This design comes from an exercise in tuning for small area on the open sky130 flow, not from production work.
The RTL was checked by simulation tests, not by an equivalence proof against the original design.
Power figures rest on the tool's default switching activity, not on a simulated workload. The flow treats the clock pin as an ideal source, which a real chip does not have.

==> flow/design.v <==
`timescale 1ns/1ps
`default_nettype none
package minhash_pkg;
   localparam int NUM_HASH = 16;
   localparam int COEF_W   = 32;
   localparam int SIM_W    = 5;
   localparam int IDX_W    = 5;
   typedef enum logic [1:0] {
      ST_IDLE  = 2'd0,
      ST_ISSUE = 2'd1,
      ST_WAIT  = 2'd2,
      ST_DONE  = 2'd3
   } state_t;
endpackage
`default_nettype wire
`timescale 1ns/1ps
`default_nettype none
module minhash_coef_table #(
   parameter int NUM_HASH = 16,
   parameter int COEF_W   = 32
) (
   input  logic              clk,
   input  logic              rstN,
   input  logic              wr_en,
   input  logic [4:0]        wr_addr,
   input  logic [COEF_W-1:0] wr_a,
   input  logic [COEF_W-1:0] wr_b,
   input  logic [3:0]        rd_addr,
   output logic [COEF_W-1:0] rd_a,
   output logic [COEF_W-1:0] rd_b
);
   logic [COEF_W-1:0]   mem_a [NUM_HASH];
   logic [COEF_W-1:0]   mem_b [NUM_HASH];
   logic [NUM_HASH-1:0] valid;
   logic [NUM_HASH-1:0] wr_sel;
   logic [NUM_HASH-1:0] rd_sel;
   always_comb begin
      for (int i = 0; i < NUM_HASH; i++) begin
         wr_sel[i] = wr_en && (wr_addr == 5'(i));
         rd_sel[i] = valid[i] && (rd_addr == 4'(i));
      end
   end
   always_ff @(posedge clk) begin
      for (int i = 0; i < NUM_HASH; i++) begin
         if (wr_sel[i]) begin
            mem_a[i] <= wr_a;
            mem_b[i] <= wr_b;
         end
      end
   end
   always_ff @(posedge clk) begin
      if (rstN) valid <= '0;
      else      valid <= valid | wr_sel;
   end
   always_comb begin
      rd_a = '0;
      rd_b = '0;
      for (int i = 0; i < NUM_HASH; i++) begin
         rd_a = rd_a | (mem_a[i] & {COEF_W{rd_sel[i]}});
         rd_b = rd_b | (mem_b[i] & {COEF_W{rd_sel[i]}});
      end
   end
endmodule
`default_nettype wire
`timescale 1ns/1ps
`default_nettype none
module minhash_scheduler #(
   parameter int NUM_HASH = minhash_pkg::NUM_HASH,
   parameter int COEF_W   = minhash_pkg::COEF_W
) (
   input  logic                          clk,
   input  logic                          rstN,
   input  logic                          start,
   input  logic                          coefWrEn,
   input  logic [4:0]                    coefWrAddr,
   input  logic [COEF_W-1:0]             coefWrA,
   input  logic [COEF_W-1:0]             coefWrB,
   output logic [COEF_W-1:0]             randA,
   output logic [COEF_W-1:0]             randB,
   output logic                          hashValid,
   input  logic                          dpReady,
   input  logic                          matchValid,
   input  logic                          matchBit,
   output logic                          busy,
   output logic                          done,
   output logic [minhash_pkg::SIM_W-1:0] jaccardSimilarity
);
   logic [3:0] issue_idx;
   logic [3:0] result_cnt;    
   logic [3:0] match_cnt;     
   logic [4:0] match_next;
   logic       run;
   logic       count_result;
   logic       last_result;
   assign run          = busy && !done;
   assign count_result = run && matchValid;
   assign last_result  = count_result && (result_cnt == 4'd15);
   assign match_next   = {1'b0, match_cnt} + {4'd0, matchBit};
   minhash_coef_table #(
      .NUM_HASH (NUM_HASH),
      .COEF_W   (COEF_W)
   ) u_table (
      .clk     (clk),
      .rstN    (rstN),
      .wr_en   (coefWrEn && !busy),
      .wr_addr (coefWrAddr),
      .wr_a    (coefWrA),
      .wr_b    (coefWrB),
      .rd_addr (issue_idx),
      .rd_a    (randA),
      .rd_b    (randB)
   );
   always_ff @(posedge clk) begin
      if (rstN) begin
         busy              <= 1'b0;
         done              <= 1'b0;
         hashValid         <= 1'b0;
         result_cnt        <= '0;
         match_cnt         <= '0;
         jaccardSimilarity <= '0;
      end else begin
         if (!busy) begin
            if (start) begin
               busy      <= 1'b1;
               hashValid <= 1'b1;
            end
         end else if (done) begin
            busy <= 1'b0;
            done <= 1'b0;
         end else begin
            if (hashValid && dpReady && (issue_idx == 4'd15))
               hashValid <= 1'b0;
            if (count_result) begin
               result_cnt <= result_cnt + 4'd1;
               match_cnt  <= match_next[3:0];
            end
            if (last_result) begin
               hashValid         <= 1'b0;
               done              <= 1'b1;
               match_cnt         <= '0;
               jaccardSimilarity <= match_next;
            end
         end
      end
   end
   always_ff @(posedge clk) begin
      if (!busy)
         issue_idx <= '0;
      else if (hashValid && dpReady)
         issue_idx <= issue_idx + 4'd1;
   end
endmodule
`default_nettype wire
==> flow/run.sh <==
#!/bin/bash
# synth_recipe.tcl (not shown) runs the flow's synth.tcl, then flattens the netlist and writes it again
# the make line also repeats each setting of config.mk as NAME=value (left out here)
make -C /OpenROAD-flow-scripts/flow DESIGN_CONFIG=/design/flow/config.mk WORK_HOME=/design/flow/orfs CLKGATE_MAP_FILE= SYNTH_SCRIPT=/design/flow/synth_recipe.tcl finish
==> flow/config.mk <==
export PLATFORM = sky130hd
export DESIGN_NAME = minhash_scheduler
export DESIGN_NICKNAME = minhash_scheduler
export VERILOG_FILES = /design/flow/design.v
export SDC_FILE = /design/flow/constraint.sdc
export NUM_CORES = 4
export LEC_CHECK = 0
export CAP_MARGIN = 20
export CORE_MARGIN = 2
export CORE_UTILIZATION = 40
export SLEW_MARGIN = 20
==> flow/constraint.sdc <==
create_clock -name core_clock -period 5.0 [get_ports {clk}]
set_input_delay 1.0000 -clock core_clock [delete_from_list [all_inputs] [get_ports {clk}]]
set_output_delay 1.0000 -clock core_clock [all_outputs]
set_load 0.01 [all_outputs]
==> results of run 1 <==
[layer usage]
metal,global-route usage [%],wire [um],vias to the layer above
met5,0,38,-
met1,26.0,40400,10700
met3,3.50,6400,121
met2,34.5,50600,679
met4,4.64,1550,6
li1,-,-,8765
[sequential cells by signal (all words and copies together) (netlist names), 4 cells and up]
name and cells:
u_table.valid 16, jaccardSimilarity 5, u_table.mem_a 512, match_cnt 4, result_cnt 4, issue_idx 4, u_table.mem_b 512
[worst paths after layout]
kind	startpoint	endpoint	depth (start not counted)
worst max register to register	busy$_SDFF_PP0_	u_table.mem_b[7][19]$_DFFE_PP_	5
worst min register to register	jaccardSimilarity[4]$_SDFFE_PP0P_	jaccardSimilarity[4]$_SDFFE_PP0P_	2
worst min-delay path	jaccardSimilarity[4]$_SDFFE_PP0P_	jaccardSimilarity[4]$_SDFFE_PP0P_	2
worst max-delay path	issue_idx[0]$_SDFFE_PN0P_	randA[14]	8
[Yosys cell counts, types with 4 or more instances]
library cell  number  area share [%]
edfxtp_1        1024              80
dfxtp_1           36             1.9
inv_1              4           0.039
nand3_1            7           0.091
buf_1             11            0.11
clkbuf_1          45            0.44
nor2_1            41            0.40
nand4_1           67             1.1
buf_6             12            0.35
ha_1               7            0.23
a221oi_1         196             4.5
and4_1             4           0.091
buf_2             54            0.71
a22o_1           255             5.8
nand2_1           22            0.22
and4b_1            8            0.21
xor2_1             4           0.091
a221oi_2          59             2.3
a21oi_1           20            0.26
[final cells by class]
class | count | area [um2]
clock buffers | 133 | 2780
clock inverters | 61 | 533
repair buffers | 226 | 2350
inverters | 4 | 15.0
flip-flops and latches | 1060 | 31500
well taps | 1265 | 1580
multi-input cells | 734 | 6440
diodes | 4 | 10.0
fillers | 7771 | 49800
[stage by stage]
step           TNS [ns]  instance area (um2)  hold WS, ns  instances  total power, mW
2_1_floorplan   -157.44                38400        0.429       1923             10.1
3_3_place_gp          0                41800        0.446       3287             10.3
3_5_place_dp          0                41900        0.450       3289             10.3
4_1_cts               0                45200        0.460       3483             17.8
5_1_grt               0                45200        0.475       3485             18.2
6_report              0                45200        0.458       3487             17.7
[cell families after synthesis]
logic type / Yosys count
fa+ha+maj: 7
buf+inv: 129
flops: 1060
simple gates: 176
xor+xnor: 7
compound gates: 544
[worst max-delay path, cell delays in order (launching register included)]
cell and delay [ns]:
dfxtp_1 0.33, inv_1 0.12, ha_1 0.31, and4_4 0.89
buf_4 0.43, a22o_1 0.20, a221oi_1 0.08, nand4_1 0.25
clkdlybuf4s50_1 0.56
[where the power goes]
group / leakage, nW / switching (mW) / internal (mW)
combinational: 2.92 / 0.201 / 0.0790
sequential: 9.51 / 0.0170 / 9.79
clock: 1.60 / 3.26 / 4.34
==> run_summary.xml, run 1 <==
<?xml version="1.0" encoding="UTF-8"?>
<metrics>
  <group name="clocking">
    <metric name="cts_hold_buffers" unit="">0</metric>
    <metric name="post_cts.repair.setup_buffers" unit="">0</metric>
    <metric name="numCtsBuffers" unit="">105</metric>
    <metric name="clk_transition_reported_paths" unit="ns">0.06</metric>
    <metric name="cts_sinks" unit="">1060</metric>
    <metric name="cts.repair.resized" unit="">0</metric>
    <metric name="cts_max_path_buffers" unit="">3</metric>
    <metric name="clk_root_buffer_cell" unit="">clkbuf_16</metric>
    <metric name="clkLatencyLatePin" unit="ns">0.67</metric>
    <metric name="tritoncts" unit="">done</metric>
    <metric name="ctsHtreeMaxLevel" unit="">3</metric>
  </group>
  <group name="synthesis">
    <metric name="yosys_register_bits" unit="">1060</metric>
    <metric name="ys.warnings.count" unit="">4</metric>
    <metric name="unique_cell_type_count_in_the_yosys_netlist" unit="">45</metric>
    <metric name="synth.mux.area_fraction" unit="%">0</metric>
    <metric name="synth_nets" unit="">2006</metric>
    <metric name="yosys.area_share.adder" unit="%">0.229</metric>
    <metric name="synthArstFlopShare" unit="%">0</metric>
    <metric name="sequential_share_of_the_synthesized_area" unit="%">82.1</metric>
    <metric name="synth_enable_flop_cells" unit="">1024</metric>
    <metric name="dominantRegCellSynth" unit="">edfxtp_1</metric>
    <metric name="synth_compound_area_share" unit="%">13.1</metric>
    <metric name="synth_xor_area_share" unit="%">0.160</metric>
    <metric name="yosys.area_share.simple" unit="%">2.63</metric>
    <metric name="combinational_family_with_the_most_area_after_synthesis" unit="">compound AO/OA/AOI/OAI gates</metric>
    <metric name="netlist_area" unit="um2">38300</metric>
    <metric name="mean_cell_area_of_the_mapped_netlist" unit="um2">19.9</metric>
    <metric name="syn_inst" unit="">1923</metric>
  </group>
  <group name="sta">
    <metric name="worst-slew-pin-transition" unit="ns">1.17</metric>
    <metric name="finalSetupViolations" unit="">0</metric>
    <metric name="maxSlewViolCount" unit="">0</metric>
    <metric name="grt_setup_unrepaired" unit="">false</metric>
    <metric name="finalCritPeriodShare" unit="%">97.7</metric>
    <metric name="final.setup_skew" unit="ns">0.0175</metric>
    <metric name="fmax" unit="MHz">205</metric>
    <metric name="crit_path_setup_slack_layout" unit="ns">0.115</metric>
    <metric name="slew_headroom" unit="%">22.2</metric>
    <metric name="final_period_minus_worst_setup_slack" unit="ns">4.89</metric>
    <metric name="final_hold_viol_count" unit="">0</metric>
  </group>
  <group name="global_routing">
    <metric name="groute.usage.overall" unit="%">19.9</metric>
    <metric name="antenna_found_initial" unit="">9</metric>
    <metric name="grt_pass1_wl" unit="um">143000</metric>
    <metric name="grt_max_degree" unit="">66</metric>
    <metric name="first_global_vias" unit="">20700</metric>
    <metric name="globalRoute.totalOverflow" unit="">0</metric>
  </group>
  <group name="detailed_routing">
    <metric name="drt_drc_violations_left" unit="">0</metric>
    <metric name="wire_per_inst" unit="um">28.4</metric>
    <metric name="vias" unit="">20300</metric>
    <metric name="drt_pass1_iterations" unit="">8</metric>
    <metric name="vias_per_cell" unit="">5.82</metric>
    <metric name="routed_wirelength" unit="um">99000</metric>
    <metric name="drt-initial-drc-count" unit="">2121</metric>
    <metric name="detail-route-antenna-nets" unit="">0</metric>
  </group>
  <group name="cells_and_area">
    <metric name="finish.utilization" unit="%">47.6</metric>
    <metric name="layout-drive-gt1-share" unit="%">14.1</metric>
    <metric name="most-common-layout-cells" unit="">edfxtp_1, a22o_1, a221oi_1, clkdlybuf4s50_1, clkbuf_16</metric>
    <metric name="final_net_count" unit="">2214</metric>
    <metric name="layout.cells.most_common" unit="">edfxtp_1</metric>
    <metric name="syn2layout_area_growth" unit="%">17.9</metric>
  </group>
  <group name="floorplanning">
    <metric name="pin_count" unit="">148</metric>
    <metric name="floorplan.die_area" unit="um2">98300</metric>
    <metric name="die_width" unit="um">313</metric>
    <metric name="initial_core_util" unit="%">40.3</metric>
    <metric name="floorplan.die.height" unit="um">313</metric>
    <metric name="core_region_area" unit="um2">95000</metric>
    <metric name="rows" unit="">113</metric>
  </group>
  <group name="worst_setup_path">
    <metric name="cp.arrival" unit="ns">3.89</metric>
    <metric name="critical_path_required" unit="ns">4.00</metric>
    <metric name="cp-start-kind" unit="">register</metric>
    <metric name="reg2reg_slack" unit="ns">2.05</metric>
    <metric name="endpoint_kind" unit="">output pin</metric>
    <metric name="worst_path_max_fanout" unit="">48</metric>
    <metric name="worst-setup-path-type" unit="">reg2out</metric>
  </group>
  <group name="flow_run">
    <metric name="max-cap-violations" unit="">0</metric>
  </group>
  <group name="run_status">
    <metric name="outcome" unit="">no timing/DRC/antenna violations</metric>
  </group>
  <group name="hold_path">
    <metric name="worstHoldPathType" unit="">reg2reg</metric>
  </group>
  <group name="power">
    <metric name="max-vdd-ir-drop" unit="mV">0.319</metric>
    <metric name="cellPowerDensity" unit="nW/um2">391</metric>
    <metric name="cellLeakagePower" unit="nW">14.0</metric>
  </group>
  <group name="placement">
    <metric name="place_worst_setup_slack" unit="ns">0.859</metric>
    <metric name="place_congestion" unit="">0.751</metric>
    <metric name="dp_hpwl" unit="um">54300</metric>
    <metric name="port_buffers" unit="">147</metric>
  </group>
</metrics>
==> inputs of run 2 (changes only) <==
--- a/flow/config.mk
+++ b/flow/config.mk
@@ -5,7 +5,8 @@
 export SDC_FILE = /design/flow/constraint.sdc
 export NUM_CORES = 4
 export LEC_CHECK = 0
+export ABC_AREA = 1
 export CAP_MARGIN = 20
 export CORE_MARGIN = 2
-export CORE_UTILIZATION = 40
+export CORE_UTILIZATION = 60
 export SLEW_MARGIN = 20
==> run_summary.xml, run 2 <==
<?xml version="1.0" encoding="UTF-8"?>
<metrics>
  <group name="placement">
    <metric name="dp_hpwl" unit="um">54700</metric>
    <metric name="port_buffers" unit="">147</metric>
    <metric name="place_worst_setup_slack" unit="ns">1.20</metric>
    <metric name="place_congestion" unit="">0.849</metric>
    <metric name="number_of_placed_instances_taps_included" unit="">4211</metric>
    <metric name="placement.cell_area" unit="um2">43400</metric>
  </group>
  <group name="sta">
    <metric name="fin_setup_tns" unit="ns">0</metric>
    <metric name="hold_slack" unit="ns">0.471</metric>
    <metric name="final.setup_skew" unit="ns">0.0134</metric>
    <metric name="maxSlewViolCount" unit="">0</metric>
    <metric name="final_period_minus_worst_setup_slack" unit="ns">4.45</metric>
    <metric name="finalCritPeriodShare" unit="%">88.9</metric>
    <metric name="crit_path_setup_slack_layout" unit="ns">0.554</metric>
    <metric name="worst-slew-pin-transition" unit="ns">1.03</metric>
    <metric name="grt_setup_unrepaired" unit="">false</metric>
    <metric name="slew_headroom" unit="%">31.3</metric>
    <metric name="final_hold_viol_count" unit="">0</metric>
    <metric name="fmax" unit="MHz">225</metric>
    <metric name="finalSetupViolations" unit="">0</metric>
  </group>
  <group name="synthesis">
    <metric name="post_synth_main_area_contributors" unit="">edfxtp_1, nand2_1, nand3_1</metric>
    <metric name="synth_nets" unit="">3338</metric>
    <metric name="yosys.area.top_type" unit="">edfxtp_1</metric>
    <metric name="synth_most_common_cell" unit="">nand2_1</metric>
    <metric name="synthArstFlopShare" unit="%">0</metric>
    <metric name="netlist_area" unit="um2">40600</metric>
    <metric name="commonest_cells_post_synth" unit="">nand2_1, edfxtp_1, nor2_1</metric>
    <metric name="mean_cell_area_of_the_mapped_netlist" unit="um2">12.5</metric>
    <metric name="yosys_register_bits" unit="">1060</metric>
    <metric name="ys.warnings.count" unit="">4</metric>
    <metric name="synth_enable_flop_cells" unit="">1024</metric>
    <metric name="yosysTopAreaCellShare" unit="%">75.8</metric>
    <metric name="dominantRegCellSynth" unit="">edfxtp_1</metric>
    <metric name="unique_cell_type_count_in_the_yosys_netlist" unit="">25</metric>
    <metric name="sequential_share_of_the_synthesized_area" unit="%">77.6</metric>
    <metric name="syn_inst" unit="">3255</metric>
  </group>
  <group name="worst_setup_path">
    <metric name="r2r_end" unit="">u_table.mem_b[14][14]$_DFFE_PP_</metric>
    <metric name="reg2reg_slack" unit="ns">2.05</metric>
    <metric name="cp.arrival" unit="ns">3.45</metric>
    <metric name="timing.critical_path.cells" unit="">inv_1 &gt; ha_1 &gt; nand2_1 &gt; nor2_4 &gt; buf_4 &gt; nand2_1 &gt; nand4_1 &gt; nor2_1 &gt; nand2_1 &gt; clkdlybuf4s50_1</metric>
    <metric name="worst-setup-path-type" unit="">reg2out</metric>
    <metric name="cpMaxStageDelayCell" unit="">nor2_4</metric>
    <metric name="launching_instance_or_port_of_the_critical_path" unit="">issue_idx[1]$_SDFFE_PN0P_</metric>
    <metric name="critPathMaxStageDelay" unit="ns">0.58</metric>
    <metric name="cp-start-kind" unit="">register</metric>
    <metric name="endpoint_kind" unit="">output pin</metric>
    <metric name="worst_path_max_fanout" unit="">20</metric>
    <metric name="r2r_cells" unit="">6</metric>
    <metric name="most_frequent_cell_on_the_critical_path" unit="">nand2_1</metric>
    <metric name="regToRegStartpoint" unit="">busy$_SDFF_PP0_</metric>
    <metric name="critical_path_required" unit="ns">4.00</metric>
  </group>
  <group name="detailed_routing">
    <metric name="routed_wirelength" unit="um">100000</metric>
    <metric name="drt_drc_violations_left" unit="">0</metric>
    <metric name="drt-initial-drc-count" unit="">2554</metric>
    <metric name="drt_pass1_iterations" unit="">5</metric>
    <metric name="vias" unit="">25200</metric>
    <metric name="wire_per_inst" unit="um">22.8</metric>
    <metric name="detail-route-antenna-nets" unit="">0</metric>
    <metric name="vias_per_cell" unit="">5.73</metric>
  </group>
  <group name="floorplanning">
    <metric name="core_region_area" unit="um2">67000</metric>
    <metric name="pin_count" unit="">148</metric>
    <metric name="initial_core_util" unit="%">60.5</metric>
    <metric name="die_width" unit="um">264</metric>
    <metric name="floorplan.die_area" unit="um2">69700</metric>
    <metric name="floorplan.die.height" unit="um">264</metric>
    <metric name="rows" unit="">95</metric>
  </group>
  <group name="clocking">
    <metric name="clk_root_buffer_cell" unit="">clkbuf_16</metric>
    <metric name="cts_sinks" unit="">1060</metric>
    <metric name="post_cts.repair.setup_buffers" unit="">0</metric>
    <metric name="cts_max_path_buffers" unit="">3</metric>
    <metric name="clk_transition_reported_paths" unit="ns">0.06</metric>
    <metric name="cts_hold_buffers" unit="">0</metric>
    <metric name="numCtsBuffers" unit="">104</metric>
    <metric name="ctsHtreeMaxLevel" unit="">3</metric>
    <metric name="clkLatencyLatePin" unit="ns">0.65</metric>
    <metric name="tritoncts" unit="">done</metric>
    <metric name="cts.repair.resized" unit="">0</metric>
  </group>
  <group name="cells_and_area">
    <metric name="most-common-layout-cells" unit="">nand2_1, edfxtp_1, nor2_1, nand3_1, clkdlybuf4s50_1</metric>
    <metric name="layout-drive-gt1-share" unit="%">6.69</metric>
    <metric name="antennaDiodeCount" unit="">0</metric>
    <metric name="finish.utilization" unit="%">69.6</metric>
    <metric name="largestRegisters" unit="">u_table.mem_a (512), u_table.mem_b (512), u_table.valid (16)</metric>
    <metric name="final_net_count" unit="">3527</metric>
    <metric name="finalInstanceArea" unit="um2">46600</metric>
    <metric name="syn2layout_area_growth" unit="%">15.0</metric>
    <metric name="post_layout_nonfiller_instances" unit="">4401</metric>
    <metric name="layout.cells.most_common" unit="">nand2_1</metric>
  </group>
  <group name="hold_path">
    <metric name="whs_endpoint" unit="">u_table.valid[4]$_SDFF_PP0_</metric>
    <metric name="worstHoldPathType" unit="">reg2reg</metric>
    <metric name="number_of_instances_on_the_worst_hold_path" unit="">2</metric>
    <metric name="timing.hold.worst.start" unit="">u_table.valid[4]$_SDFF_PP0_</metric>
  </group>
  <group name="run_status">
    <metric name="outcome" unit="">no timing/DRC/antenna violations</metric>
  </group>
  <group name="global_routing">
    <metric name="first_global_vias" unit="">24900</metric>
    <metric name="grt_pass1_wl" unit="um">152000</metric>
    <metric name="globalRoute.totalOverflow" unit="">0</metric>
    <metric name="antenna_found_initial" unit="">1</metric>
    <metric name="grt_max_degree" unit="">99</metric>
    <metric name="groute.usage.overall" unit="%">29.3</metric>
  </group>
  <group name="flow_run">
    <metric name="max-cap-violations" unit="">0</metric>
  </group>
  <group name="power">
    <metric name="cellPowerDensity" unit="nW/um2">376</metric>
    <metric name="power.total" unit="mW">17.5</metric>
    <metric name="cellLeakagePower" unit="nW">17.3</metric>
    <metric name="max-vdd-ir-drop" unit="mV">0.317</metric>
  </group>
</metrics>
run 2: changes by cell type after synthesis, sizes merged, moves of 5 or more:
| cell | previous run | this run |
|---|---|---|
| nand2 | 22 | 1146 |
| a221oi | 255 | 0 |
| clkbuf | 46 | 37 |
| and4b | 8 | 0 |
| buf | 79 | 90 |
| inv | 4 | 116 |
| nand3 | 7 | 329 |
| a21oi | 20 | 25 |
| nor2 | 41 | 360 |
| a22o | 255 | 0 |
run 2: area by class of cell:
cell class	instances	area, um2
sequential	1060	31500
clock inverter	54	444
inverter	117	454
fill	4620	20400
clock buffer	136	2790
timing repair buffer	210	2240
tap	873	1090
multi-input combinational	1951	8140
run 2: cell families after synthesis:
| family | after synthesis | synth area share [%] |
|---|---|---|
| compound gates | 33 | 0.410 |
| xor+xnor | 2 | 0.0432 |
| fa+ha+maj | 7 | 0.216 |
| buf+inv | 244 | 2.47 |
| flops | 1060 | 77.6 |
| simple gates | 1909 | 19.3 |
run 2: critical path, delay by kind of cell, from the launching register on:
family | cells | cell delay (ns)
fa+ha+maj | 1 | 0.24
buf+inv | 3 | 1.11
flops | 1 | 0.35
simple gates | 6 | 1.09
run 2: worst max path at each step:
stage                                     endpoint  slack, ns
floorplan           u_table.mem_a[10][0]$_DFFE_PP_       1.74
global placement                         randA[31]       1.33
detailed placement                       randA[14]       1.20
CTS                                      randA[14]       0.51
global route                             randB[10]       0.39
finish                                   randA[14]       0.55
run 2: routing by layer:
| layer | GRT usage [%] | vias up | routed length, um |
|---|---|---|---|
| li1 | - | 11600 | - |
| met5 | 0 | - | 12 |
| met1 | 41.8 | 12400 | 41800 |
| met3 | 4.81 | 176 | 8440 |
| met4 | 8.83 | 2 | 2590 |
| met2 | 47.1 | 1059 | 47600 |
run 2: power by group:
| part | leakage [nW] | switching (mW) | internal (mW) | total (mW) |
|---|---|---|---|---|
| clock | 1.56 | 3.18 | 4.26 | 7.44 |
| combinational | 6.18 | 0.203 | 0.0750 | 0.278 |
| sequential | 9.51 | 0.0156 | 9.79 | 9.81 |
==> inputs of run 3 (changes only) <==
--- a/flow/config.mk
+++ b/flow/config.mk
@@ -5,8 +5,10 @@
 export SDC_FILE = /design/flow/constraint.sdc
 export NUM_CORES = 4
 export LEC_CHECK = 0
-export ABC_AREA = 1
 export CAP_MARGIN = 20
 export CORE_MARGIN = 2
 export CORE_UTILIZATION = 60
+export CTS_BUF_LIST = sky130_fd_sc_hd__clkbuf_8
+export CTS_CLUSTER_DIAMETER = 50
+export CTS_CLUSTER_SIZE = 16
 export SLEW_MARGIN = 20
==> run_summary.xml, run 3 <==
<?xml version="1.0" encoding="UTF-8"?>
<metrics>
  <group name="worst_setup_path">
    <metric name="regToRegStartpoint" unit="">busy$_SDFF_PP0_</metric>
    <metric name="r2r_cells" unit="">5</metric>
    <metric name="critical_path_required" unit="ns">4.00</metric>
    <metric name="worst_path_max_fanout" unit="">29</metric>
    <metric name="cp-start-kind" unit="">register</metric>
    <metric name="worst-setup-path-type" unit="">reg2out</metric>
    <metric name="reg2reg_slack" unit="ns">2.23</metric>
    <metric name="endpoint_kind" unit="">output pin</metric>
    <metric name="r2r_end" unit="">u_table.mem_a[11][26]$_DFFE_PP_</metric>
    <metric name="cp.arrival" unit="ns">3.83</metric>
  </group>
  <group name="hold_path">
    <metric name="number_of_instances_on_the_worst_hold_path" unit="">2</metric>
    <metric name="whs_endpoint" unit="">jaccardSimilarity[4]$_SDFFE_PP0P_</metric>
    <metric name="timing.hold.worst.start" unit="">jaccardSimilarity[4]$_SDFFE_PP0P_</metric>
    <metric name="worstHoldPathType" unit="">reg2reg</metric>
  </group>
  <group name="detailed_routing">
    <metric name="routed_wirelength" unit="um">92600</metric>
    <metric name="vias_per_cell" unit="">6.66</metric>
    <metric name="wirelength_met1" unit="um">38700</metric>
    <metric name="drt-initial-drc-count" unit="">2065</metric>
    <metric name="top_layer" unit="">met5</metric>
    <metric name="vias" unit="">20100</metric>
    <metric name="drt_drc_violations_left" unit="">0</metric>
    <metric name="route.met2.wl" unit="um">45600</metric>
    <metric name="detail-route-antenna-nets" unit="">0</metric>
    <metric name="routed-wl-met3" unit="um">5900</metric>
    <metric name="drt_pass1_iterations" unit="">5</metric>
    <metric name="wire_per_inst" unit="um">30.8</metric>
  </group>
  <group name="synthesis">
    <metric name="synth_enable_flop_cells" unit="">1024</metric>
    <metric name="yosys_register_bits" unit="">1060</metric>
    <metric name="ys.warnings.count" unit="">4</metric>
    <metric name="yosys.area.top_type" unit="">edfxtp_1</metric>
    <metric name="post_synth_main_area_contributors" unit="">edfxtp_1, a22o_1, a221oi_1</metric>
    <metric name="dominantRegCellSynth" unit="">edfxtp_1</metric>
    <metric name="netlist_area" unit="um2">38300</metric>
    <metric name="syn_inst" unit="">1923</metric>
    <metric name="sequential_share_of_the_synthesized_area" unit="%">82.1</metric>
    <metric name="synth_most_common_cell" unit="">edfxtp_1</metric>
    <metric name="commonest_cells_post_synth" unit="">edfxtp_1, a22o_1, a221oi_1</metric>
    <metric name="synthArstFlopShare" unit="%">0</metric>
    <metric name="mean_cell_area_of_the_mapped_netlist" unit="um2">19.9</metric>
    <metric name="synth_nets" unit="">2006</metric>
    <metric name="unique_cell_type_count_in_the_yosys_netlist" unit="">45</metric>
    <metric name="yosysTopAreaCellShare" unit="%">80.3</metric>
  </group>
  <group name="power">
    <metric name="power.share.switching" unit="%">20.3</metric>
    <metric name="switching_power" unit="mW">3.03</metric>
    <metric name="cellLeakagePower" unit="nW">13.3</metric>
    <metric name="proportion_of_power_drawn_by_combinational_gates" unit="%">1.8</metric>
    <metric name="cellPowerDensity" unit="nW/um2">348</metric>
    <metric name="max-vdd-ir-drop" unit="mV">0.246</metric>
    <metric name="share_seq_of_total_power" unit="%">65.6</metric>
    <metric name="power_report.internal_total" unit="mW">11.9</metric>
    <metric name="power_frac_clock" unit="%">32.6</metric>
    <metric name="power.total" unit="mW">14.9</metric>
  </group>
  <group name="clocking">
    <metric name="tritoncts" unit="">done</metric>
    <metric name="clkLatencyLatePin" unit="ns">0.71</metric>
    <metric name="cts_max_path_buffers" unit="">3</metric>
    <metric name="clk_transition_reported_paths" unit="ns">0.09</metric>
    <metric name="cts.repair.resized" unit="">0</metric>
    <metric name="post_cts.repair.setup_buffers" unit="">0</metric>
    <metric name="numCtsBuffers" unit="">88</metric>
    <metric name="clk_root_buffer_cell" unit="">clkbuf_8</metric>
    <metric name="cts_hold_buffers" unit="">0</metric>
    <metric name="ctsHtreeMaxLevel" unit="">3</metric>
    <metric name="cts_sinks" unit="">1060</metric>
  </group>
  <group name="sta">
    <metric name="worst-slew-pin-transition" unit="ns">1.12</metric>
    <metric name="grt_setup_unrepaired" unit="">false</metric>
    <metric name="hold_slack" unit="ns">0.464</metric>
    <metric name="final_period_minus_worst_setup_slack" unit="ns">4.83</metric>
    <metric name="maxSlewViolCount" unit="">0</metric>
    <metric name="slew_headroom" unit="%">25.1</metric>
    <metric name="fmax" unit="MHz">207</metric>
    <metric name="final.setup_skew" unit="ns">0.0243</metric>
    <metric name="final_hold_viol_count" unit="">0</metric>
    <metric name="finalSetupViolations" unit="">0</metric>
    <metric name="finalCritPeriodShare" unit="%">96.7</metric>
  </group>
  <group name="floorplanning">
    <metric name="rows" unit="">92</metric>
    <metric name="pin_count" unit="">148</metric>
    <metric name="core_region_area" unit="um2">63100</metric>
    <metric name="die_width" unit="um">257</metric>
    <metric name="floorplan.die_area" unit="um2">65900</metric>
    <metric name="initial_core_util" unit="%">60.7</metric>
    <metric name="floorplan.die.height" unit="um">257</metric>
  </group>
  <group name="cells_and_area">
    <metric name="layout-drive-gt1-share" unit="%">13.5</metric>
    <metric name="syn2layout_area_growth" unit="%">12.1</metric>
    <metric name="most-common-layout-cells" unit="">edfxtp_1, a22o_1, a221oi_1, clkdlybuf4s50_1, clkbuf_8</metric>
    <metric name="finalInstanceArea" unit="um2">42900</metric>
    <metric name="finish.utilization" unit="%">68.1</metric>
    <metric name="post_layout_nonfiller_instances" unit="">3011</metric>
    <metric name="final_net_count" unit="">2188</metric>
    <metric name="layout.cells.most_common" unit="">edfxtp_1</metric>
    <metric name="largestRegisters" unit="">u_table.mem_a (512), u_table.mem_b (512), u_table.valid (16)</metric>
  </group>
  <group name="placement">
    <metric name="place_congestion" unit="">0.779</metric>
    <metric name="placement.cell_area" unit="um2">41200</metric>
    <metric name="number_of_placed_instances_taps_included" unit="">2861</metric>
    <metric name="port_buffers" unit="">147</metric>
    <metric name="dp_hpwl" unit="um">48700</metric>
  </group>
  <group name="global_routing">
    <metric name="grt_pass1_wl" unit="um">134000</metric>
    <metric name="antenna_found_initial" unit="">7</metric>
    <metric name="groute.usage.overall" unit="%">28.1</metric>
    <metric name="grt_max_degree" unit="">65</metric>
    <metric name="globalRoute.totalOverflow" unit="">0</metric>
    <metric name="first_global_vias" unit="">19900</metric>
  </group>
  <group name="flow_run">
    <metric name="max-cap-violations" unit="">0</metric>
  </group>
  <group name="run_status">
    <metric name="outcome" unit="">no timing/DRC/antenna violations</metric>
  </group>
</metrics>
[run 3: cell types whose count changed after synthesis, moves of 12 or more]
cell / delta
a221oi_1: +196
inv_1: -106
nand2_1: -1124
buf_6: +12
nand3_1: -321
a22o_1: +255
a221oi_2: +59
buf_2: -14
nor2_1: -311
[run 3: logic make-up after synthesis]
logic type | count (synthesis) | share of synthesized area [%]
DFF | 1060 | 82.1
AOI/OAI and AO/OA | 544 | 13.1
xor gates and xnor gates | 7 | 0.160
and+or+nand+nor | 176 | 2.63
adders and majority gates | 7 | 0.229
buffers and inverters | 129 | 1.70
[run 3: routing by layer]
layer / vias up / track usage, %
met5: - / 0
met4: 4 / 8.16
met3: 156 / 4.00
met2: 805 / 46.1
met1: 10400 / 39.9
li1: 8666 / -
[run 3: how the worst max path moves through the flow]
stage                     slack [ns]                             to  cells past startpoint                      start
after global placement          0.90                      randB[26]                      6  issue_idx[2]$_SDFFE_PN0P_
after floorplan                -0.61  u_table.mem_a[3][0]$_DFFE_PP_                      3              coefWrAddr[4]
after detailed placement        0.89                      randB[26]                      6  issue_idx[2]$_SDFFE_PN0P_
after global routing            0.04                      randA[17]                      6  issue_idx[2]$_SDFFE_PN0P_
after CTS                       0.12                      randB[26]                      6  issue_idx[2]$_SDFFE_PN0P_
final                           0.17                      randA[11]                      6  issue_idx[2]$_SDFFE_PN0P_
[run 3: critical path: stages (launching register included)]
cell and delay [ns]:
dfxtp_1 0.95, and4_4 0.73, buf_12 0.31, buf_4 0.24, a221oi_1 0.10, nand4_1 0.18, clkdlybuf4s50_1 0.58
[run 3: power by group through the flow]
| stage | logic (mW) | clock network (mW) | registers (mW) |
|---|---|---|---|
| global route | 0.294 | 5.25 | 9.80 |
| finish | 0.270 | 4.87 | 9.79 |
| detailed placement | 0.270 | 0 | 10.0 |
| CTS | 0.271 | 4.95 | 9.79 |
| global placement | 0.258 | 0 | 9.99 |
| floorplan | 0.0557 | 0 | 10.0 |
[run 3: through the flow]
stage	worst slack [ns]	setup TNS, ns
2_1_floorplan	-0.612	-157.44
3_3_place_gp	0.905	0
3_5_place_dp	0.895	0
4_1_cts	0.123	0
5_1_grt	0.0351	0
6_report	0.166	0
[run 3: final cells by class]
cell class	count	area, um2
Timing Repair Buffer	217	2220
Clock buffer	90	1240
Tap cell	846	1060
Fill cell	4169	20100
Antenna cell	6	15.0
Inverter	4	15.0
Sequential cell	1060	31500
Clock inverter	54	488
Multi-Input combinational cell	734	6440
==> inputs of run 4 (changes only) <==
--- a/flow/config.mk
+++ b/flow/config.mk
@@ -7,8 +7,8 @@
 export LEC_CHECK = 0
 export CAP_MARGIN = 20
 export CORE_MARGIN = 2
-export CORE_UTILIZATION = 60
-export CTS_BUF_LIST = sky130_fd_sc_hd__clkbuf_8
-export CTS_CLUSTER_DIAMETER = 50
-export CTS_CLUSTER_SIZE = 16
+export CORE_UTILIZATION = 40
+export CTS_BUF_LIST = sky130_fd_sc_hd__clkbuf_16
+export CTS_CLUSTER_DIAMETER = 80
+export CTS_CLUSTER_SIZE = 24
 export SLEW_MARGIN = 20
==> run_summary.xml, run 4 <==
<?xml version="1.0" encoding="UTF-8"?>
<metrics>
  <group name="synthesis">
    <metric name="synth.mux.area_fraction" unit="%">0</metric>
    <metric name="yosys.area.top_type" unit="">edfxtp_1</metric>
    <metric name="netlist_area" unit="um2">38300</metric>
    <metric name="synthArstFlopShare" unit="%">0</metric>
    <metric name="yosys.area_share.simple" unit="%">2.63</metric>
    <metric name="yosys.area_share.adder" unit="%">0.229</metric>
    <metric name="yosysTopAreaCellShare" unit="%">80.3</metric>
    <metric name="mean_cell_area_of_the_mapped_netlist" unit="um2">19.9</metric>
    <metric name="synth_nets" unit="">2006</metric>
    <metric name="dominantRegCellSynth" unit="">edfxtp_1</metric>
    <metric name="synth_enable_flop_cells" unit="">1024</metric>
    <metric name="unique_cell_type_count_in_the_yosys_netlist" unit="">45</metric>
    <metric name="combinational_family_with_the_most_area_after_synthesis" unit="">compound AO/OA/AOI/OAI gates</metric>
    <metric name="commonest_cells_post_synth" unit="">edfxtp_1, a22o_1, a221oi_1</metric>
    <metric name="yosys_register_bits" unit="">1060</metric>
    <metric name="syn_inst" unit="">1923</metric>
    <metric name="ys.warnings.count" unit="">4</metric>
    <metric name="post_synth_main_area_contributors" unit="">edfxtp_1, a22o_1, a221oi_1</metric>
    <metric name="sequential_share_of_the_synthesized_area" unit="%">82.1</metric>
    <metric name="synth_xor_area_share" unit="%">0.160</metric>
    <metric name="synth_compound_area_share" unit="%">13.1</metric>
    <metric name="synth_most_common_cell" unit="">edfxtp_1</metric>
  </group>
  <group name="cells_and_area">
    <metric name="finish.utilization" unit="%">45.7</metric>
    <metric name="syn2layout_area_growth" unit="%">13.4</metric>
    <metric name="layout-drive-gt1-share" unit="%">11.3</metric>
    <metric name="post_layout_nonfiller_instances" unit="">3373</metric>
    <metric name="layout.cells.most_common" unit="">edfxtp_1</metric>
    <metric name="largestRegisters" unit="">u_table.mem_a (512), u_table.mem_b (512), u_table.valid (16)</metric>
    <metric name="final_net_count" unit="">2162</metric>
    <metric name="most-common-layout-cells" unit="">edfxtp_1, a22o_1, a221oi_1, clkdlybuf4s50_1, nand4_1</metric>
    <metric name="finalInstanceArea" unit="um2">43400</metric>
  </group>
  <group name="detailed_routing">
    <metric name="wire_per_inst" unit="um">28.9</metric>
    <metric name="drt_pass1_iterations" unit="">5</metric>
    <metric name="vias_per_cell" unit="">5.91</metric>
    <metric name="vias" unit="">19900</metric>
    <metric name="drt_drc_violations_left" unit="">0</metric>
    <metric name="drt-initial-drc-count" unit="">2127</metric>
    <metric name="routed_wirelength" unit="um">97400</metric>
    <metric name="detail-route-antenna-nets" unit="">0</metric>
  </group>
  <group name="flow_run">
    <metric name="max-cap-violations" unit="">0</metric>
  </group>
  <group name="global_routing">
    <metric name="grt_max_degree" unit="">66</metric>
    <metric name="met1_usage" unit="%">25.7</metric>
    <metric name="globalRoute.totalOverflow" unit="">0</metric>
    <metric name="groute.usage.overall" unit="%">19.5</metric>
    <metric name="antenna_found_initial" unit="">10</metric>
    <metric name="grt_util_met3" unit="%">3.04</metric>
    <metric name="grt_pass1_wl" unit="um">140000</metric>
    <metric name="first_global_vias" unit="">20000</metric>
    <metric name="global_route.peak_usage_layer" unit="">met2</metric>
    <metric name="groute.layer.met2.usage" unit="%">34.3</metric>
  </group>
  <group name="worst_setup_path">
    <metric name="cpMaxStageDelayCell" unit="">and4_4</metric>
    <metric name="worst_path_max_fanout" unit="">48</metric>
    <metric name="r2r_end" unit="">u_table.mem_b[7][19]$_DFFE_PP_</metric>
    <metric name="endpoint_kind" unit="">output pin</metric>
    <metric name="critPathMaxStageDelay" unit="ns">0.87</metric>
    <metric name="cp.depth" unit="">8</metric>
    <metric name="critical_path_required" unit="ns">4.00</metric>
    <metric name="cp-start-kind" unit="">register</metric>
    <metric name="launching_instance_or_port_of_the_critical_path" unit="">issue_idx[0]$_SDFFE_PN0P_</metric>
    <metric name="worst-setup-path-type" unit="">reg2out</metric>
    <metric name="worstPathBufferInverterCount" unit="">3</metric>
    <metric name="critical-path-top-delay-family" unit="">buffers and inverters</metric>
    <metric name="r2r_cells" unit="">5</metric>
    <metric name="timing.critical_path.cells" unit="">inv_1 &gt; ha_1 &gt; and4_4 &gt; buf_4 &gt; a22o_1 &gt; a221oi_1 &gt; nand4_1 &gt; clkdlybuf4s50_1</metric>
    <metric name="reg2reg_slack" unit="ns">2.03</metric>
    <metric name="regToRegStartpoint" unit="">busy$_SDFF_PP0_</metric>
    <metric name="crit_path_end" unit="">randA[14]</metric>
    <metric name="cp.arrival" unit="ns">3.81</metric>
  </group>
  <group name="clocking">
    <metric name="clkLatencyLatePin" unit="ns">0.67</metric>
    <metric name="clk_transition_reported_paths" unit="ns">0.09</metric>
    <metric name="cts_hold_buffers" unit="">0</metric>
    <metric name="post_cts.repair.setup_buffers" unit="">0</metric>
    <metric name="cts_max_path_buffers" unit="">3</metric>
    <metric name="numCtsBuffers" unit="">53</metric>
    <metric name="clk_root_buffer_cell" unit="">clkbuf_16</metric>
    <metric name="ctsHtreeMaxLevel" unit="">2</metric>
    <metric name="tritoncts" unit="">done</metric>
    <metric name="cts_sinks" unit="">1060</metric>
    <metric name="cts.repair.resized" unit="">0</metric>
  </group>
  <group name="sta">
    <metric name="fin_setup_tns" unit="ns">0</metric>
    <metric name="fmax" unit="MHz">208</metric>
    <metric name="slew_headroom" unit="%">22.3</metric>
    <metric name="grt_setup_unrepaired" unit="">false</metric>
    <metric name="final_hold_viol_count" unit="">0</metric>
    <metric name="finalCritPeriodShare" unit="%">96.2</metric>
    <metric name="final.setup_skew" unit="ns">0.0329</metric>
    <metric name="final_period_minus_worst_setup_slack" unit="ns">4.81</metric>
    <metric name="finalSetupViolations" unit="">0</metric>
    <metric name="maxSlewViolCount" unit="">0</metric>
    <metric name="worst-slew-pin-transition" unit="ns">1.17</metric>
  </group>
  <group name="floorplanning">
    <metric name="floorplan.die.height" unit="um">313</metric>
    <metric name="rows" unit="">113</metric>
    <metric name="initial_core_util" unit="%">40.3</metric>
    <metric name="die_width" unit="um">313</metric>
    <metric name="floorplan.die_area" unit="um2">98300</metric>
    <metric name="core_region_area" unit="um2">95000</metric>
    <metric name="pin_count" unit="">148</metric>
  </group>
  <group name="hold_path">
    <metric name="worstHoldPathType" unit="">reg2reg</metric>
  </group>
  <group name="power">
    <metric name="cellPowerDensity" unit="nW/um2">341</metric>
    <metric name="cellLeakagePower" unit="nW">13.3</metric>
    <metric name="max-vdd-ir-drop" unit="mV">0.261</metric>
  </group>
  <group name="placement">
    <metric name="dp_hpwl" unit="um">54300</metric>
    <metric name="port_buffers" unit="">147</metric>
    <metric name="placement.cell_area" unit="um2">41900</metric>
    <metric name="place_congestion" unit="">0.751</metric>
    <metric name="number_of_placed_instances_taps_included" unit="">3289</metric>
  </group>
  <group name="run_status">
    <metric name="outcome" unit="">no timing/DRC/antenna violations</metric>
  </group>
</metrics>
-- run 4: cell count changes in the layout (fill, tap and decap cells not counted), moves of 5 or more --
cell,change
clkbuf_16,+54
inv_6,-10
clkbuf_8,-90
clkinv_2,-7
clkinv_4,-10
bufinv_16,-6
inv_1,+5
clkinvlp_4,-5
-- run 4: worst min path at each step --
stage	slack, ns	cells past startpoint	startpoint	end
final	0.46	2	jaccardSimilarity[4]$_SDFFE_PP0P_	jaccardSimilarity[4]$_SDFFE_PP0P_
after global routing	0.48	2	jaccardSimilarity[4]$_SDFFE_PP0P_	jaccardSimilarity[4]$_SDFFE_PP0P_
after CTS	0.46	2	jaccardSimilarity[4]$_SDFFE_PP0P_	jaccardSimilarity[4]$_SDFFE_PP0P_
after detailed placement	0.45	2	jaccardSimilarity[4]$_SDFFE_PP0P_	jaccardSimilarity[4]$_SDFFE_PP0P_
after global placement	0.45	2	jaccardSimilarity[0]$_SDFFE_PP0P_	jaccardSimilarity[0]$_SDFFE_PP0P_
after floorplan	0.43	2	u_table.valid[12]$_SDFF_PP0_	u_table.valid[12]$_SDFF_PP0_
-- run 4: final cells by class --
type | instances | area, um2
Fill cell | 7910 | 51600
Sequential cell | 1060 | 31500
Multi-Input combinational cell | 734 | 6440
Timing Repair Buffer | 226 | 2350
Tap cell | 1265 | 1580
Clock buffer | 54 | 1350
Clock inverter | 27 | 215
Inverter | 4 | 15.0
Antenna cell | 3 | 7.51
-- run 4: where the power goes --
group	total (mW)	internal [mW]	switching (mW)
Sequential	9.79	9.78	0.0170
Combinational	0.278	0.0790	0.199
Clock	4.76	2.01	2.75
-- run 4: worst reg2reg max path, stage by stage, from the launching register on --
cell	delay, ns
dfxtp_1	0.38
or3b_1	0.65
nor2_1	0.18
nand2_1	0.24
nor2_4	0.87
buf_4	0.36
-- run 4: cell families after synthesis --
family / count (synthesis)
flops: 1060
compound gates: 544
simple gates: 176
buf+inv: 129
xor+xnor: 7
fa+ha+maj: 7
-- run 4: metal layers --
metal  routed length [um]  vias up
met3                 6410      109
met1                39500    10500
met4                 1570        8
met2                49900      734
li1                     -     8589
met5                   60        -
-- run 4: per-stage QoR --
step / hold WS (ns) / worst slack [ns] / power, mW
after CTS: 0.465 / 0.147 / 14.9
after global routing: 0.480 / 0.0198 / 15.3
final: 0.461 / 0.192 / 14.8
after global placement: 0.446 / 0.867 / 10.3
after floorplan: 0.429 / -0.612 / 10.1
after detailed placement: 0.450 / 0.859 / 10.3
==> inputs of run 5 (changes only) <==
==> flow/flow/run.sh (new file) <==
#!/bin/bash
# Standard layout, with two changes: the port buffers are the smallest buffer
# (sky130_fd_sc_hd__buf_1) and the clock tree uses larger sink clusters
# without dummy loads.
set -euo pipefail
bash standard.sh \
  BUFFER_PORTS_ARGS="-buffer_cell sky130_fd_sc_hd__buf_1" \
  CTS_ARGS="-sink_clustering_enable -repair_clock_nets -buf_list sky130_fd_sc_hd__clkbuf_16 -sink_clustering_size 30 -sink_clustering_max_diameter 100 -dont_use_dummy_load" \
  finish > standard_flow.log 2>&1
==> flow/standard.sh (new file) <==
#!/bin/bash
# synth_recipe.tcl (not shown) runs the flow's synth.tcl, then flattens the netlist and writes it again
# the make line also repeats each setting of config.mk as NAME=value (left out here)
make -C /OpenROAD-flow-scripts/flow DESIGN_CONFIG=/design/flow/config.mk WORK_HOME=/design/flow/orfs CLKGATE_MAP_FILE= SYNTH_SCRIPT=/design/flow/synth_recipe.tcl "${@:-finish}"
--- a/flow/config.mk
+++ b/flow/config.mk
@@ -8,7 +8,4 @@
 export CAP_MARGIN = 20
 export CORE_MARGIN = 2
 export CORE_UTILIZATION = 40
-export CTS_BUF_LIST = sky130_fd_sc_hd__clkbuf_16
-export CTS_CLUSTER_DIAMETER = 80
-export CTS_CLUSTER_SIZE = 24
 export SLEW_MARGIN = 20
removed: flow/run.sh
==> run_summary.xml, run 5 <==
<?xml version="1.0" encoding="UTF-8"?>
<metrics>
  <group name="run_status">
    <metric name="outcome" unit="">no timing/DRC/antenna violations</metric>
  </group>
  <group name="worst_setup_path">
    <metric name="timing.critical_path.cells" unit="">nor4bb_4 &gt; buf_4 &gt; buf_4 &gt; a22o_1 &gt; a221oi_1 &gt; nand4_1 &gt; buf_1</metric>
    <metric name="cpMaxStageDelayCell" unit="">dfxtp_1</metric>
    <metric name="critPathMaxStageDelay" unit="ns">0.98</metric>
    <metric name="worstPathBufferInverterCount" unit="">3</metric>
    <metric name="critical-path-top-delay-family" unit="">flip-flops</metric>
    <metric name="critical_path_required" unit="ns">4.00</metric>
    <metric name="worst_path_max_fanout" unit="">35</metric>
    <metric name="cp.arrival" unit="ns">3.44</metric>
    <metric name="endpoint_kind" unit="">output pin</metric>
    <metric name="most_frequent_cell_on_the_critical_path" unit="">buf_4</metric>
    <metric name="cp-start-kind" unit="">register</metric>
    <metric name="worst-setup-path-type" unit="">reg2out</metric>
  </group>
  <group name="detailed_routing">
    <metric name="drt_pass1_iterations" unit="">5</metric>
    <metric name="vias_per_cell" unit="">5.92</metric>
    <metric name="drt-initial-drc-count" unit="">2146</metric>
    <metric name="drt_drc_violations_left" unit="">0</metric>
    <metric name="vias" unit="">19700</metric>
    <metric name="wire_per_inst" unit="um">29.1</metric>
    <metric name="routed_wirelength" unit="um">96600</metric>
    <metric name="detail-route-antenna-nets" unit="">0</metric>
  </group>
  <group name="clocking">
    <metric name="clkLatencyLatePin" unit="ns">0.63</metric>
    <metric name="cts_sinks" unit="">1060</metric>
    <metric name="cts_max_path_buffers" unit="">3</metric>
    <metric name="numCtsBuffers" unit="">42</metric>
    <metric name="cts.repair.resized" unit="">0</metric>
    <metric name="tritoncts" unit="">done</metric>
    <metric name="clk_root_buffer_cell" unit="">clkbuf_16</metric>
    <metric name="cts_hold_buffers" unit="">0</metric>
    <metric name="ctsHtreeMaxLevel" unit="">2</metric>
    <metric name="post_cts.repair.setup_buffers" unit="">0</metric>
    <metric name="clk_transition_reported_paths" unit="ns">0.10</metric>
  </group>
  <group name="placement">
    <metric name="port_buffers" unit="">147</metric>
    <metric name="placement.cell_area" unit="um2">40900</metric>
    <metric name="dp_hpwl" unit="um">52700</metric>
    <metric name="number_of_placed_instances_taps_included" unit="">3274</metric>
    <metric name="place_congestion" unit="">0.757</metric>
  </group>
  <group name="sta">
    <metric name="maxSlewViolCount" unit="">0</metric>
    <metric name="finalCritPeriodShare" unit="%">88.8</metric>
    <metric name="hold_slack" unit="ns">0.461</metric>
    <metric name="final_hold_viol_count" unit="">0</metric>
    <metric name="final_period_minus_worst_setup_slack" unit="ns">4.44</metric>
    <metric name="final.setup_skew" unit="ns">0.0343</metric>
    <metric name="slew_headroom" unit="%">29.9</metric>
    <metric name="fin_setup_tns" unit="ns">0</metric>
    <metric name="fmax" unit="MHz">225</metric>
    <metric name="grt_setup_unrepaired" unit="">false</metric>
    <metric name="worst-slew-pin-transition" unit="ns">1.05</metric>
    <metric name="finalSetupViolations" unit="">0</metric>
  </group>
  <group name="cells_and_area">
    <metric name="final_net_count" unit="">2136</metric>
    <metric name="post_layout_nonfiller_instances" unit="">3318</metric>
    <metric name="most-common-layout-cells" unit="">edfxtp_1, a22o_1, a221oi_1, buf_1, nand4_1</metric>
    <metric name="layout.cells.most_common" unit="">edfxtp_1</metric>
    <metric name="layout-drive-gt1-share" unit="%">9.70</metric>
    <metric name="syn2layout_area_growth" unit="%">9.50</metric>
    <metric name="finalInstanceArea" unit="um2">42000</metric>
    <metric name="largestRegisters" unit="">u_table.mem_a (512), u_table.mem_b (512), u_table.valid (16)</metric>
  </group>
  <group name="synthesis">
    <metric name="synth.mux.area_fraction" unit="%">0</metric>
    <metric name="synth_enable_flop_cells" unit="">1024</metric>
    <metric name="yosys.area_share.adder" unit="%">0.229</metric>
    <metric name="unique_cell_type_count_in_the_yosys_netlist" unit="">45</metric>
    <metric name="commonest_cells_post_synth" unit="">edfxtp_1, a22o_1, a221oi_1</metric>
    <metric name="synthArstFlopShare" unit="%">0</metric>
    <metric name="synth_xor_area_share" unit="%">0.160</metric>
    <metric name="yosys.area.top_type" unit="">edfxtp_1</metric>
    <metric name="ys.warnings.count" unit="">4</metric>
    <metric name="post_synth_main_area_contributors" unit="">edfxtp_1, a22o_1, a221oi_1</metric>
    <metric name="sequential_share_of_the_synthesized_area" unit="%">82.1</metric>
    <metric name="yosys_register_bits" unit="">1060</metric>
    <metric name="combinational_family_with_the_most_area_after_synthesis" unit="">compound AO/OA/AOI/OAI gates</metric>
    <metric name="synth_most_common_cell" unit="">edfxtp_1</metric>
    <metric name="mean_cell_area_of_the_mapped_netlist" unit="um2">19.9</metric>
    <metric name="synth_compound_area_share" unit="%">13.1</metric>
    <metric name="syn_inst" unit="">1923</metric>
    <metric name="netlist_area" unit="um2">38300</metric>
    <metric name="yosys.area_share.simple" unit="%">2.63</metric>
    <metric name="synth_nets" unit="">2006</metric>
    <metric name="dominantRegCellSynth" unit="">edfxtp_1</metric>
    <metric name="yosysTopAreaCellShare" unit="%">80.3</metric>
  </group>
  <group name="power">
    <metric name="cellPowerDensity" unit="nW/um2">334</metric>
    <metric name="proportion_of_power_drawn_by_combinational_gates" unit="%">1.7</metric>
    <metric name="cellLeakagePower" unit="nW">12.5</metric>
    <metric name="power.share.switching" unit="%">19.1</metric>
    <metric name="power.total" unit="mW">14.0</metric>
    <metric name="switching_power" unit="mW">2.68</metric>
    <metric name="power_frac_clock" unit="%">28.4</metric>
    <metric name="share_seq_of_total_power" unit="%">69.9</metric>
    <metric name="power_report.internal_total" unit="mW">11.3</metric>
    <metric name="max-vdd-ir-drop" unit="mV">0.235</metric>
  </group>
  <group name="global_routing">
    <metric name="grt_pass1_wl" unit="um">138000</metric>
    <metric name="grt_max_degree" unit="">66</metric>
    <metric name="groute.usage.overall" unit="%">19.3</metric>
    <metric name="antenna_found_initial" unit="">12</metric>
    <metric name="first_global_vias" unit="">19700</metric>
    <metric name="globalRoute.totalOverflow" unit="">0</metric>
  </group>
  <group name="floorplanning">
    <metric name="pin_count" unit="">148</metric>
    <metric name="floorplan.die.height" unit="um">313</metric>
    <metric name="rows" unit="">113</metric>
    <metric name="floorplan.die_area" unit="um2">98300</metric>
    <metric name="initial_core_util" unit="%">40.3</metric>
    <metric name="die_width" unit="um">313</metric>
    <metric name="core_region_area" unit="um2">95000</metric>
  </group>
  <group name="flow_run">
    <metric name="max-cap-violations" unit="">0</metric>
  </group>
  <group name="hold_path">
    <metric name="worstHoldPathType" unit="">reg2reg</metric>
  </group>
</metrics>
==> run 5: per-stage QoR <==
stage	setup slack [ns]	util, %
after global routing	0.383	44.2
after detailed placement	1.19	43.0
after CTS	0.518	44.1
final	0.558	44.2
after global placement	1.25	43.0
after floorplan	-0.612	-
==> run 5: per-layer routing <==
layer  GRT usage, %  up-vias  wire length, um
li1               -     8501                -
met1           25.5    10400            40000
met2           33.4      608            48600
met3           2.94      129             5440
met4           5.07       10             2460
met5              0        -               72
==> run 5: cells by family after synthesis <==
family / Yosys count
buffers and inverters: 129
AO/OA/AOI/OAI: 544
flip-flops: 1060
AND/OR/NAND/NOR: 176
adder cells (fa/ha/maj): 7
XOR/XNOR: 7
==> run 5: final timing paths <==
kind / slack, ns / to / depth (start not counted) / from
min reg2reg: 0.46 / jaccardSimilarity[1]$_SDFFE_PP0P_ / 2 / jaccardSimilarity[1]$_SDFFE_PP0P_
max: 0.56 / randB[27] / 7 / issue_idx[2]$_SDFFE_PN0P_
max reg2reg: 2.01 / u_table.mem_a[5][22]$_DFFE_PP_ / 5 / busy$_SDFF_PP0_
min: 0.46 / jaccardSimilarity[1]$_SDFFE_PP0P_ / 2 / jaccardSimilarity[1]$_SDFFE_PP0P_
==> run 5: worst reg2reg max path: stages (launching register included) <==
cell	delay, ns
dfxtp_1	0.38
or3b_1	0.63
nor2_1	0.17
nand2_1	0.24
nor2_4	0.75
buf_4	0.46
==> run 5: layout make-up <==
| cell class | count | area, um2 |
|---|---|---|
| Fill cell | 8116 | 53100 |
| Sequential cell | 1060 | 31500 |
| Multi-Input combinational cell | 734 | 6440 |
| Tap cell | 1265 | 1580 |
| Timing Repair Buffer | 211 | 1380 |
| Clock buffer | 42 | 1050 |
| Inverter | 4 | 15.0 |
| Antenna cell | 2 | 5.00 |
==> run 5: power by group through the flow <==
stage | logic [mW] | clock network [mW] | registers (mW)
2_1_floorplan | 0.0557 | 0 | 10.0
5_1_grt | 0.259 | 4.35 | 9.80
3_3_place_gp | 0.223 | 0 | 9.99
6_report | 0.235 | 3.99 | 9.79
4_1_cts | 0.238 | 4.09 | 9.79
3_5_place_dp | 0.238 | 0 | 10.0
==> inputs of run 6 (changes only) <==
--- a/flow/design.v
+++ b/flow/design.v
@@ -52,13 +52,18 @@
       if (rstN) valid <= '0;
       else      valid <= valid | wr_sel;
    end
+   logic [COEF_W-1:0] ga [4];
+   logic [COEF_W-1:0] gb [4];
    always_comb begin
-      rd_a = '0;
-      rd_b = '0;
-      for (int i = 0; i < NUM_HASH; i++) begin
-         rd_a = rd_a | (mem_a[i] & {COEF_W{rd_sel[i]}});
-         rd_b = rd_b | (mem_b[i] & {COEF_W{rd_sel[i]}});
+      for (int g = 0; g < 4; g++) begin
+         ga[g] = '0; gb[g] = '0;
+         for (int e = 0; e < 4; e++) begin
+            ga[g] = ga[g] | (mem_a[4*g+e] & {COEF_W{rd_sel[4*g+e]}});
+            gb[g] = gb[g] | (mem_b[4*g+e] & {COEF_W{rd_sel[4*g+e]}});
+         end
       end
+      rd_a = (ga[0] | ga[1]) | (ga[2] | ga[3]);
+      rd_b = (gb[0] | gb[1]) | (gb[2] | gb[3]);
    end
 endmodule
 `default_nettype wire
--- a/flow/config.mk
+++ b/flow/config.mk
@@ -7,5 +7,5 @@
 export LEC_CHECK = 0
 export CAP_MARGIN = 20
 export CORE_MARGIN = 2
-export CORE_UTILIZATION = 40
+export CORE_UTILIZATION = 55
 export SLEW_MARGIN = 20
==> run_summary.xml, run 6 <==
<?xml version="1.0" encoding="UTF-8"?>
<metrics>
  <group name="clocking">
    <metric name="clk_transition_reported_paths" unit="ns">0.11</metric>
    <metric name="cts_max_path_buffers" unit="">3</metric>
    <metric name="clk_root_buffer_cell" unit="">clkbuf_16</metric>
    <metric name="cts_hold_buffers" unit="">0</metric>
    <metric name="tritoncts" unit="">done</metric>
    <metric name="ctsHtreeMaxLevel" unit="">2</metric>
    <metric name="cts_sinks" unit="">1060</metric>
    <metric name="cts.repair.resized" unit="">0</metric>
    <metric name="clkLatencyLatePin" unit="ns">0.60</metric>
    <metric name="post_cts.repair.setup_buffers" unit="">0</metric>
    <metric name="numCtsBuffers" unit="">41</metric>
  </group>
  <group name="synthesis">
    <metric name="yosys.area_share.adder" unit="%">0.232</metric>
    <metric name="synth.mux.area_fraction" unit="%">0</metric>
    <metric name="dominantRegCellSynth" unit="">edfxtp_1</metric>
    <metric name="synth_most_common_cell" unit="">edfxtp_1</metric>
    <metric name="ys.warnings.count" unit="">6</metric>
    <metric name="yosys_register_bits" unit="">1060</metric>
    <metric name="unique_cell_type_count_in_the_yosys_netlist" unit="">40</metric>
    <metric name="mean_cell_area_of_the_mapped_netlist" unit="um2">19.2</metric>
    <metric name="synth_compound_area_share" unit="%">10.1</metric>
    <metric name="yosys.area.top_type" unit="">edfxtp_1</metric>
    <metric name="sequential_share_of_the_synthesized_area" unit="%">83.3</metric>
    <metric name="commonest_cells_post_synth" unit="">edfxtp_1, a22oi_1, nand2_1</metric>
    <metric name="synth_enable_flop_cells" unit="">1024</metric>
    <metric name="synthArstFlopShare" unit="%">0</metric>
    <metric name="combinational_family_with_the_most_area_after_synthesis" unit="">compound AO/OA/AOI/OAI gates</metric>
    <metric name="yosys.area_share.simple" unit="%">4.61</metric>
    <metric name="synth_nets" unit="">2051</metric>
    <metric name="synth_xor_area_share" unit="%">0.162</metric>
    <metric name="yosysTopAreaCellShare" unit="%">81.4</metric>
    <metric name="netlist_area" unit="um2">37800</metric>
    <metric name="post_synth_main_area_contributors" unit="">edfxtp_1, a22oi_1, dfxtp_1</metric>
    <metric name="syn_inst" unit="">1968</metric>
  </group>
  <group name="worst_setup_path">
    <metric name="critical_path_required" unit="ns">4.00</metric>
    <metric name="endpoint_kind" unit="">output pin</metric>
    <metric name="worst-setup-path-type" unit="">reg2out</metric>
    <metric name="cp-start-kind" unit="">register</metric>
    <metric name="worst_path_max_fanout" unit="">50</metric>
    <metric name="cp.arrival" unit="ns">3.31</metric>
  </group>
  <group name="detailed_routing">
    <metric name="drt_pass1_iterations" unit="">7</metric>
    <metric name="routed_wirelength" unit="um">90500</metric>
    <metric name="wire_per_inst" unit="um">30.4</metric>
    <metric name="vias_per_cell" unit="">6.69</metric>
    <metric name="drt_drc_violations_left" unit="">0</metric>
    <metric name="vias" unit="">19900</metric>
    <metric name="detail-route-antenna-nets" unit="">0</metric>
    <metric name="drt-initial-drc-count" unit="">2292</metric>
  </group>
  <group name="floorplanning">
    <metric name="floorplan.die_area" unit="um2">70800</metric>
    <metric name="die_width" unit="um">266</metric>
    <metric name="floorplan.die.height" unit="um">266</metric>
    <metric name="initial_core_util" unit="%">55.3</metric>
    <metric name="pin_count" unit="">148</metric>
    <metric name="core_region_area" unit="um2">68200</metric>
    <metric name="rows" unit="">96</metric>
  </group>
  <group name="sta">
    <metric name="worst-slew-pin-transition" unit="ns">1.07</metric>
    <metric name="final.setup_skew" unit="ns">0.0464</metric>
    <metric name="maxSlewViolCount" unit="">0</metric>
    <metric name="slew_headroom" unit="%">28.9</metric>
    <metric name="finalCritPeriodShare" unit="%">86.1</metric>
    <metric name="fin_setup_tns" unit="ns">0</metric>
    <metric name="grt_setup_unrepaired" unit="">false</metric>
    <metric name="final_hold_viol_count" unit="">0</metric>
    <metric name="final_period_minus_worst_setup_slack" unit="ns">4.31</metric>
    <metric name="finalSetupViolations" unit="">0</metric>
    <metric name="hold_slack" unit="ns">0.464</metric>
    <metric name="fmax" unit="MHz">232</metric>
  </group>
  <group name="cells_and_area">
    <metric name="most-common-layout-cells" unit="">edfxtp_1, a22oi_1, buf_1, nand2_1, nand4_1</metric>
    <metric name="layout.cells.most_common" unit="">edfxtp_1</metric>
    <metric name="syn2layout_area_growth" unit="%">7.77</metric>
    <metric name="largestRegisters" unit="">u_table.mem_a (512), u_table.mem_b (512), u_table.valid (16)</metric>
    <metric name="final_net_count" unit="">2178</metric>
    <metric name="layout-drive-gt1-share" unit="%">6.31</metric>
    <metric name="post_layout_nonfiller_instances" unit="">2977</metric>
  </group>
  <group name="power">
    <metric name="cellPowerDensity" unit="nW/um2">342</metric>
    <metric name="cellLeakagePower" unit="nW">12.1</metric>
    <metric name="max-vdd-ir-drop" unit="mV">0.261</metric>
    <metric name="power.total" unit="mW">13.9</metric>
  </group>
  <group name="global_routing">
    <metric name="antenna_found_initial" unit="">6</metric>
    <metric name="first_global_vias" unit="">20000</metric>
    <metric name="globalRoute.totalOverflow" unit="">0</metric>
    <metric name="grt_max_degree" unit="">66</metric>
    <metric name="grt_pass1_wl" unit="um">131000</metric>
    <metric name="groute.usage.overall" unit="%">25.4</metric>
  </group>
  <group name="flow_run">
    <metric name="max-cap-violations" unit="">0</metric>
  </group>
  <group name="run_status">
    <metric name="outcome" unit="">no timing/DRC/antenna violations</metric>
  </group>
  <group name="placement">
    <metric name="number_of_placed_instances_taps_included" unit="">2934</metric>
    <metric name="dp_hpwl" unit="um">46600</metric>
    <metric name="place_congestion" unit="">0.755</metric>
    <metric name="port_buffers" unit="">147</metric>
  </group>
  <group name="hold_path">
    <metric name="worstHoldPathType" unit="">reg2reg</metric>
  </group>
</metrics>
==> run 6: changes by cell type after synthesis, moves of 4 or more <==
cell      delta
nand2_1     +56
a222oi_1    +64
buf_2       -22
and3_1      +11
nor2_1      +10
a221oi_2    -58
a22oi_1    +254
a221oi_1   -132
nand4b_1    +61
and4b_1      -6
clkbuf_1    +24
a22o_1     -190
a21oi_1     -11
buf_1        -4
==> run 6: per-layer routing <==
metal	global-route usage (%)	up-vias	share of wire, %
met5	0	-	0.053
met4	6.42	8	2.1
met3	4.07	125	7.4
met2	41.3	747	49
met1	36.6	10500	42
li1	-	8525	-
==> run 6: kinds of logic (layout without fill, tap and decap cells) <==
kind of cell | Yosys count | after routing
adder cells (fa/ha/maj) | 7 | 7
AO/OA/AOI/OAI | 469 | 469
other | 0 | 2
AND/OR/NAND/NOR | 303 | 303
flip-flops | 1060 | 1060
XOR/XNOR | 7 | 7
buffers and inverters | 122 | 247
==> run 6: worst max-delay path, cell delays in order (launching register included) <==
cell and delay, ns:
dfxtp_1 0.44, ha_1 0.27, and4b_4 0.96, buf_4 0.42, a22o_1 0.20, a221oi_1 0.05, nand4b_1 0.16, buf_1 0.17
==> run 6: final timing paths <==
check / startpoint / endpoint / cells past startpoint / slack [ns]
setup / recovery: issue_idx[0]$_SDFFE_PN0N_ / randB[29] / 7 / 0.69
hold / removal: match_cnt[3]$_SDFFE_PP0P_ / jaccardSimilarity[4]$_SDFFE_PP0P_ / 2 / 0.46
setup reg to reg: busy$_SDFF_PP0_ / u_table.mem_b[15][12]$_DFFE_PP_ / 4 / 2.20
hold reg to reg: match_cnt[3]$_SDFFE_PP0P_ / jaccardSimilarity[4]$_SDFFE_PP0P_ / 2 / 0.46
==> run 6: final cells by class <==
cell class	count	area, um2
multi-input combinational	786	5920
inverter	3	11.3
antenna	2	5.00
sequential	1060	31500
tap	882	1100
timing repair buffer	203	1160
clock buffer	41	1030
fill	4902	27500
==> run 6: power by group <==
group          switching, mW  total (mW)  internal [mW]
sequential            0.0169        9.80           9.78
clock                   2.41        3.90           1.49
combinational          0.187       0.219         0.0318
total                   2.62        13.9           11.3
==> run 6: through the flow <==
stage | cell area [um2] | util [%] | worst slack [ns]
after floorplan | 37800 | - | 0.280
after global placement | 39700 | 58.1 | 1.42
after detailed placement | 39700 | 58.1 | 1.33
after CTS | 40700 | 59.6 | 0.641
after global routing | 40700 | 59.6 | 0.546
final | 40700 | 59.6 | 0.695

==> static timing again, ports no longer ideal <==
How much do the figures lean on ideal ports? The routed layouts below were timed once more, with nothing changed but the port constraints.
Step 1 assumes that a clkbuf_16 drives the clock port and a buf_2 every other input.
Step 2 also shifts input and output timing later by t, the mid clock arrival at the registers, as if the neighbouring blocks saw the same clock.
a / b / c = ideal / step 1 / step 2; a / b = the first two.
run | shift t [ns] | setup slack, ns | worst setup path at the end | clock arrival spread, ns | worst slew at a driven data input, ns
run 1 | 0.733 | 0.115 / 0.046 / 0.779 | register to output | 0.026 / 0.026 | 0.13
run 2 | 0.712 | 0.554 / 0.487 / 1.199 | register to output | 0.020 / 0.020 | 0.12
run 3 | 0.755 | 0.166 / 0.103 / 0.858 | register to output | 0.042 / 0.042 | 0.10
run 4 | 0.714 | 0.192 / 0.124 / 0.838 | register to output | 0.038 / 0.039 | 0.13
run 5 | 0.667 | 0.558 / 0.493 / 1.160 | register to output | 0.059 / 0.060 | 0.15
run 6 | 0.658 | 0.695 / 0.624 / 1.282 | register to output | 0.067 / 0.068 | 0.10
After both steps setup and hold are still met in every run listed.
